From an optimization exercise on the open Yosys and OpenROAD flow, aimed at small area and a short achievable clock period; shortcuts taken in it are not production practice.
RTL that was checked went through simulation tests only; none was proved equivalent to the original.
Power figures rest on the tool's default switching activity, not on a simulated workload.

## main
Design wlcTop, start of the top module:
module wlcTop #(
    parameter int WindowLen     = wlcPkg::DefWindowLen,
    parameter int IdleLimit     = wlcPkg::DefIdleLimit,
    parameter int FifoDepth     = wlcPkg::DefFifoDepth,
    parameter int ConfThreshold = wlcPkg::DefConfThreshold
) (
    input  logic                 clk,
    input  logic                 reset,
    input  logic [7:0]           instr,    
    input  logic                 resultReady,
    output logic [30:0]          result,   
    output logic                 resultValid,
    output logic                 classificationValid,
    output logic [15:0]          classificationCount,
    output logic [15:0]          droppedWindows
);
For scale: roughly 900 cells after synthesis.
==> module opcodeWindow, before the edit <==
module opcodeWindow (
    input  logic                        clk,
    input  logic                        reset,
    input  logic [7:0]                  instr,
    input  logic                        canSend,
    output logic [wlcPkg::EntryW-1:0]   pushData,
    output logic                        push,
    output logic [15:0]                 droppedWindows
);
    logic       valid;
    logic [6:0] opcode;
    logic       isCompute, isMem, isControl;
    logic       ended;         
    logic [3:0] total;         
    logic [3:0] totalEff;
    logic [4:0] idleSeq;       
    logic       vCompute, vMem, vControl;    
    logic windowFull, idleFire, windowEnd;
    assign valid  = instr[7];
    assign opcode = instr[6:0];
    assign isCompute = (opcode == wlcPkg::OpAluReg) || (opcode == wlcPkg::OpAluImm);
    assign isMem     = (opcode == wlcPkg::OpLoad) || (opcode == wlcPkg::OpStore);
    assign isControl = (opcode == wlcPkg::OpBranch) || (opcode == wlcPkg::OpJal) ||
                       (opcode == wlcPkg::OpJalr);
    assign totalEff   = ended ? 4'd0 : total;
    assign windowFull = valid && (totalEff == 4'd15);
    assign idleFire   = !valid && (idleSeq == 5'd31);
    assign windowEnd  = windowFull || idleFire;
    always_ff @(posedge clk) begin
        if (!reset) begin
            ended          <= 1'b1;
            idleSeq        <= 5'd8;
            push           <= 1'b0;
            droppedWindows <= '0;
        end else begin
            ended   <= windowEnd;
            if (valid) begin
                idleSeq <= 5'd8;
            end else if (idleSeq != 5'd0) begin
                idleSeq <= idleSeq + 5'd1;
            end
            push    <= windowEnd && canSend;
            if (windowEnd && !canSend) begin
                droppedWindows <= droppedWindows + 16'd1;
            end
        end
    end
    logic [7:0] computeY, memY, controlY;
    logic       computeOdd, memOdd, controlOdd;
    logic [7:0] computeYInc, memYInc, controlYInc;
    logic [7:0] computeYNext, memYNext, controlYNext;
    logic       computeOddNext, memOddNext, controlOddNext;
    assign computeYInc = computeY + (vCompute ? {4'd0, 3'b110, computeOdd} : 8'd0);
    assign memYInc     = memY + (vMem ? {4'd0, 3'b110, memOdd} : 8'd0);
    assign controlYInc = controlY + (vControl ? {4'd0, 3'b110, controlOdd} : 8'd0);
    assign computeYNext   = ended ? 8'd0 : computeYInc;
    assign memYNext       = ended ? 8'd0 : memYInc;
    assign controlYNext   = ended ? 8'd0 : controlYInc;
    assign computeOddNext = !ended && (computeOdd ^ vCompute);
    assign memOddNext     = !ended && (memOdd ^ vMem);
    assign controlOddNext = !ended && (controlOdd ^ vControl);
    logic [7:0]  divY;
    logic        divOdd;
    logic [7:0]  dividendLow;
    logic [3:0]  remCur;
    logic [4:0]  rem2;
    logic        qBit;
    logic [3:0]  rem;
    logic [22:0] quot;
    logic [23:0] tolls;
    always_comb begin
        case (idleSeq[4:3])
            2'd1:    begin divY = computeYNext; divOdd = computeOddNext; end
            2'd2:    begin divY = memYNext;     divOdd = memOddNext;     end
            default: begin divY = controlYNext; divOdd = controlOddNext; end
        endcase
    end
    assign dividendLow = {divY[3:0], divOdd, 3'd0};
    assign remCur   = (idleSeq[2:0] == 3'd0) ? divY[7:4] : rem;
    assign rem2     = {remCur, dividendLow[3'd7 - idleSeq[2:0]]};
    assign qBit     = (totalEff != 4'd0) && (rem2 >= 5'(totalEff));
    assign tolls    = {quot, qBit};
    always_ff @(posedge clk) begin
        total      <= valid ? totalEff + 4'd1 : totalEff;
        vCompute   <= valid && isCompute;
        vMem       <= valid && isMem;
        vControl   <= valid && isControl;
        computeOdd <= computeOddNext;
        memOdd     <= memOddNext;
        controlOdd <= controlOddNext;
        if (idleFire) begin
            computeY <= tolls[23:16];
            memY     <= tolls[15:8];
            controlY <= tolls[7:0];
        end else begin
            computeY <= computeYNext;
            memY     <= memYNext;
            controlY <= controlYNext;
        end
        rem  <= qBit ? 4'(rem2 - 5'(totalEff)) : rem2[3:0];
        quot <= tolls[22:0];
    end
    assign pushData = {computeYInc, memYInc, controlYInc, !idleSeq[3]};
endmodule
==> module summaryFifo, before the edit <==
module summaryFifo (
    input  logic                        clk,
    input  logic                        reset,
    input  logic                        push,
    input  logic [wlcPkg::EntryW-1:0]   pushData,
    input  logic                        pop,
    output logic [wlcPkg::EntryW-1:0]   headData,
    output logic                        headValid,
    output logic                        canSend,
    output logic                        creditReturn
);
    logic [wlcPkg::EntryW-1:0] mem [4];
    logic [2:0] rdPtr;     
    logic [2:0] wrPtr;
    logic [2:0] queued;
    assign headData  = mem[rdPtr[1:0]];
    assign headValid = (rdPtr != wrPtr);
    assign queued    = wrPtr - rdPtr;
    assign canSend   = (queued + 3'(push) + 3'(creditReturn)) < 3'd4;
    always_ff @(posedge clk) begin
        if (!reset) begin
            rdPtr        <= '0;
            wrPtr        <= '0;
            creditReturn <= 1'b0;
        end else begin
            creditReturn <= pop;
            if (push) wrPtr <= wrPtr + 3'd1;
            if (pop)  rdPtr <= rdPtr + 3'd1;
        end
    end
    always_ff @(posedge clk) begin
        if (push) begin
            mem[wrPtr[1:0]] <= pushData;
        end
    end
endmodule
==> module wlcTop, before the edit <==
module wlcTop #(
    parameter int WindowLen     = wlcPkg::DefWindowLen,
    parameter int IdleLimit     = wlcPkg::DefIdleLimit,
    parameter int FifoDepth     = wlcPkg::DefFifoDepth,
    parameter int ConfThreshold = wlcPkg::DefConfThreshold
) (
    input  logic                 clk,
    input  logic                 reset,
    input  logic [7:0]           instr,    
    input  logic                 resultReady,
    output logic [30:0]          result,   
    output logic                 resultValid,
    output logic                 classificationValid,
    output logic [15:0]          classificationCount,
    output logic [15:0]          droppedWindows
);
    logic [wlcPkg::EntryW-1:0] pushData;
    logic [wlcPkg::EntryW-1:0] headData;
    logic push;
    logic headValid;
    logic pop;
    logic creditReturn;
    logic canSend;
    opcodeWindow u_window (
        .clk            (clk),
        .reset          (reset),
        .instr          (instr),
        .canSend        (canSend),
        .pushData       (pushData),
        .push           (push),
        .droppedWindows (droppedWindows)
    );
    summaryFifo u_fifo (
        .clk          (clk),
        .reset        (reset),
        .push         (push),
        .pushData     (pushData),
        .pop          (pop),
        .headData     (headData),
        .headValid    (headValid),
        .canSend      (canSend),
        .creditReturn (creditReturn)
    );
    formatDecider u_decider (
        .clk                 (clk),
        .reset               (reset),
        .headData            (headData),
        .headValid           (headValid),
        .resultReady         (resultReady),
        .pop                 (pop),
        .result              (result),
        .resultValid         (resultValid),
        .classificationValid (classificationValid),
        .classificationCount (classificationCount)
    );
endmodule
Settings: LEC_CHECK=0, CAP_MARGIN=20, CORE_MARGIN=2, CORE_UTILIZATION=65, SLEW_MARGIN=20; clock period 45.0 ns.
standard.sh (not shown) runs the stock make flow with config.mk's settings and CLKGATE_MAP_FILE= SYNTH_SCRIPT=/design/flow/synth_recipe.tcl, a recipe that flattens the netlist after the stock synthesis.
==> flow/flow/run.sh <==
#!/bin/bash
# Standard synthesis, then its combinational logic re-mapped for area (the
# flip-flops untouched), then the standard layout with plain buf_1 port
# buffers, a clock tree of fewer leaf clusters, and timing repair aimed well
# past the clock period's needs so the port paths get sized.
set -euo pipefail
ARGS=(
  "BUFFER_PORTS_ARGS=-buffer_cell sky130_fd_sc_hd__buf_1"
  "CTS_ARGS=-sink_clustering_enable -repair_clock_nets -buf_list sky130_fd_sc_hd__clkbuf_8 -sink_clustering_size 20 -sink_clustering_max_diameter 50 -dont_use_dummy_load"
  SETUP_SLACK_MARGIN=34.9
)
bash standard.sh "${ARGS[@]}" synth > synth.log 2>&1
RES=orfs/results/$FLOW_PLATFORM/wlcTop/base
cp $RES/1_2_yosys.v standard_synth.v
RESYN_INPUT=standard_synth.v RESYN_NETLIST=resyn.v yosys -c flow/resyn.tcl > resyn.log 2>&1
cp resyn.v $RES/1_2_yosys.v
rm -f $RES/1_synth.odb
bash standard.sh "${ARGS[@]}" finish > standard.log 2>&1
Other scripts of this flow, unchanged in this note and not shown: flow/flow/resyn.abc, flow/flow/resyn.tcl
main completed every stage of the flow, and the final layout passed the timing, design-rule and antenna checks.
Relative to main, the following input files were edited for the feature branch:
--- a/flow/design.v
+++ b/flow/design.v
@@ -21,11 +21,12 @@
 module opcodeWindow (
     input  logic                        clk,
     input  logic                        reset,
     input  logic [7:0]                  instr,
-    input  logic                        canSend,
+    input  logic                        creditReturn,
     output logic [wlcPkg::EntryW-1:0]   pushData,
     output logic                        push,
+    output logic                        noCredits,
     output logic [15:0]                 droppedWindows
 );
     logic       valid;
     logic [6:0] opcode;
@@ -33,10 +34,11 @@
     logic       ended;         
     logic [3:0] total;         
     logic [3:0] totalEff;
     logic [4:0] idleSeq;       
+    logic [3:0] credits;       
     logic       vCompute, vMem, vControl;    
-    logic windowFull, idleFire, windowEnd;
+    logic windowFull, idleFire, windowEnd, canSend;
     assign valid  = instr[7];
     assign opcode = instr[6:0];
     assign isCompute = (opcode == wlcPkg::OpAluReg) || (opcode == wlcPkg::OpAluImm);
     assign isMem     = (opcode == wlcPkg::OpLoad) || (opcode == wlcPkg::OpStore);
@@ -45,12 +47,18 @@
     assign totalEff   = ended ? 4'd0 : total;
     assign windowFull = valid && (totalEff == 4'd15);
     assign idleFire   = !valid && (idleSeq == 5'd31);
     assign windowEnd  = windowFull || idleFire;
+    assign canSend    = credits[0];
+    assign noCredits  = !canSend;
+    logic [3:0] creditsKeep, creditsSend;
+    assign creditsKeep = creditReturn ? {credits[2:0], 1'b1} : credits;
+    assign creditsSend = creditReturn ? credits : {1'b0, credits[3:1]};
     always_ff @(posedge clk) begin
         if (!reset) begin
             ended          <= 1'b1;
             idleSeq        <= 5'd8;
+            credits        <= 4'b1111;
             push           <= 1'b0;
             droppedWindows <= '0;
         end else begin
             ended   <= windowEnd;
@@ -58,8 +66,9 @@
                 idleSeq <= 5'd8;
             end else if (idleSeq != 5'd0) begin
                 idleSeq <= idleSeq + 5'd1;
             end
+            credits <= (windowEnd && canSend) ? creditsSend : creditsKeep;
             push    <= windowEnd && canSend;
             if (windowEnd && !canSend) begin
                 droppedWindows <= droppedWindows + 16'd1;
             end
@@ -127,35 +136,32 @@
     input  logic                        reset,
     input  logic                        push,
     input  logic [wlcPkg::EntryW-1:0]   pushData,
     input  logic                        pop,
+    input  logic                        noCredits,
     output logic [wlcPkg::EntryW-1:0]   headData,
     output logic                        headValid,
-    output logic                        canSend,
     output logic                        creditReturn
 );
     logic [wlcPkg::EntryW-1:0] mem [4];
-    logic [2:0] rdPtr;     
-    logic [2:0] wrPtr;
-    logic [2:0] queued;
-    assign headData  = mem[rdPtr[1:0]];
-    assign headValid = (rdPtr != wrPtr);
-    assign queued    = wrPtr - rdPtr;
-    assign canSend   = (queued + 3'(push) + 3'(creditReturn)) < 3'd4;
+    logic [1:0] rdPtr;
+    logic [1:0] wrPtr;
+    assign headData  = mem[rdPtr];
+    assign headValid = (rdPtr != wrPtr) || (noCredits && !push && !creditReturn);
     always_ff @(posedge clk) begin
         if (!reset) begin
             rdPtr        <= '0;
             wrPtr        <= '0;
             creditReturn <= 1'b0;
         end else begin
             creditReturn <= pop;
-            if (push) wrPtr <= wrPtr + 3'd1;
-            if (pop)  rdPtr <= rdPtr + 3'd1;
+            if (push) wrPtr <= wrPtr + 2'd1;
+            if (pop)  rdPtr <= rdPtr + 2'd1;
         end
     end
     always_ff @(posedge clk) begin
         if (push) begin
-            mem[wrPtr[1:0]] <= pushData;
+            mem[wrPtr] <= pushData;
         end
     end
 endmodule
 module formatDecider (
@@ -251,27 +257,28 @@
     logic push;
     logic headValid;
     logic pop;
     logic creditReturn;
-    logic canSend;
+    logic noCredits;
     opcodeWindow u_window (
         .clk            (clk),
         .reset          (reset),
         .instr          (instr),
-        .canSend        (canSend),
+        .creditReturn   (creditReturn),
         .pushData       (pushData),
         .push           (push),
+        .noCredits      (noCredits),
         .droppedWindows (droppedWindows)
     );
     summaryFifo u_fifo (
         .clk          (clk),
         .reset        (reset),
         .push         (push),
         .pushData     (pushData),
         .pop          (pop),
+        .noCredits    (noCredits),
         .headData     (headData),
         .headValid    (headValid),
-        .canSend      (canSend),
         .creditReturn (creditReturn)
     );
     formatDecider u_decider (
         .clk                 (clk),
--- outcome ---
Across both runs, final net count was lower for the feature branch than for main. Changes observed in the feature branch relative to main: portion of total power attributed to combinational logic went up; cell area after technology mapping did not really move. The higher total number of clock tree sinks of main and the feature branch is in the feature branch. Looking only at layout buffering overhead excluding clock cells, and setting everything else aside, the lower value of main and the feature branch goes to the feature branch. Synthesized instance count shrinks slightly when moving from main to the feature branch.
Only the layout flow was run in main; the RTL was not checked for function there.

-- re-timing with driven ports --
No port has a modelled driver above. Below, the same layouts with a new extraction and two added sets of constraints. Step 1 (the two cells are an assumption about what drives the block):
set clk [get_ports {clk}]
set_driving_cell -lib_cell sky130_fd_sc_hd__clkbuf_16 $clk
set_driving_cell -lib_cell sky130_fd_sc_hd__buf_2 [delete_from_list [all_inputs] $clk]
Step 2 adds t to the input delays and takes it off the output delays; t is the mean of the earliest and latest rising clock arrival at the registers after step 1. Input paths then give back, and output paths get back, about the clock's delay inside the block. Slacks: ideal ports / drivers / drivers and shift; pairs: ideal ports / drivers.
| run | t (ns) | setup slack, ns | worst register clock-pin slew, ns | pins driven straight from the clock port |
|---|---|---|---|---|
| main | 0.542 | 34.958 / 34.918 / 34.466 | 0.11 / 0.11 | 1 |
| the feature branch | 0.549 | 34.941 / 34.902 / 34.495 | 0.11 / 0.11 | 1 |
After both steps every run listed still meets setup and hold. The setup slack of main, which loses most, moves by -0.040 ns with the drivers and by -0.492 ns with both steps.
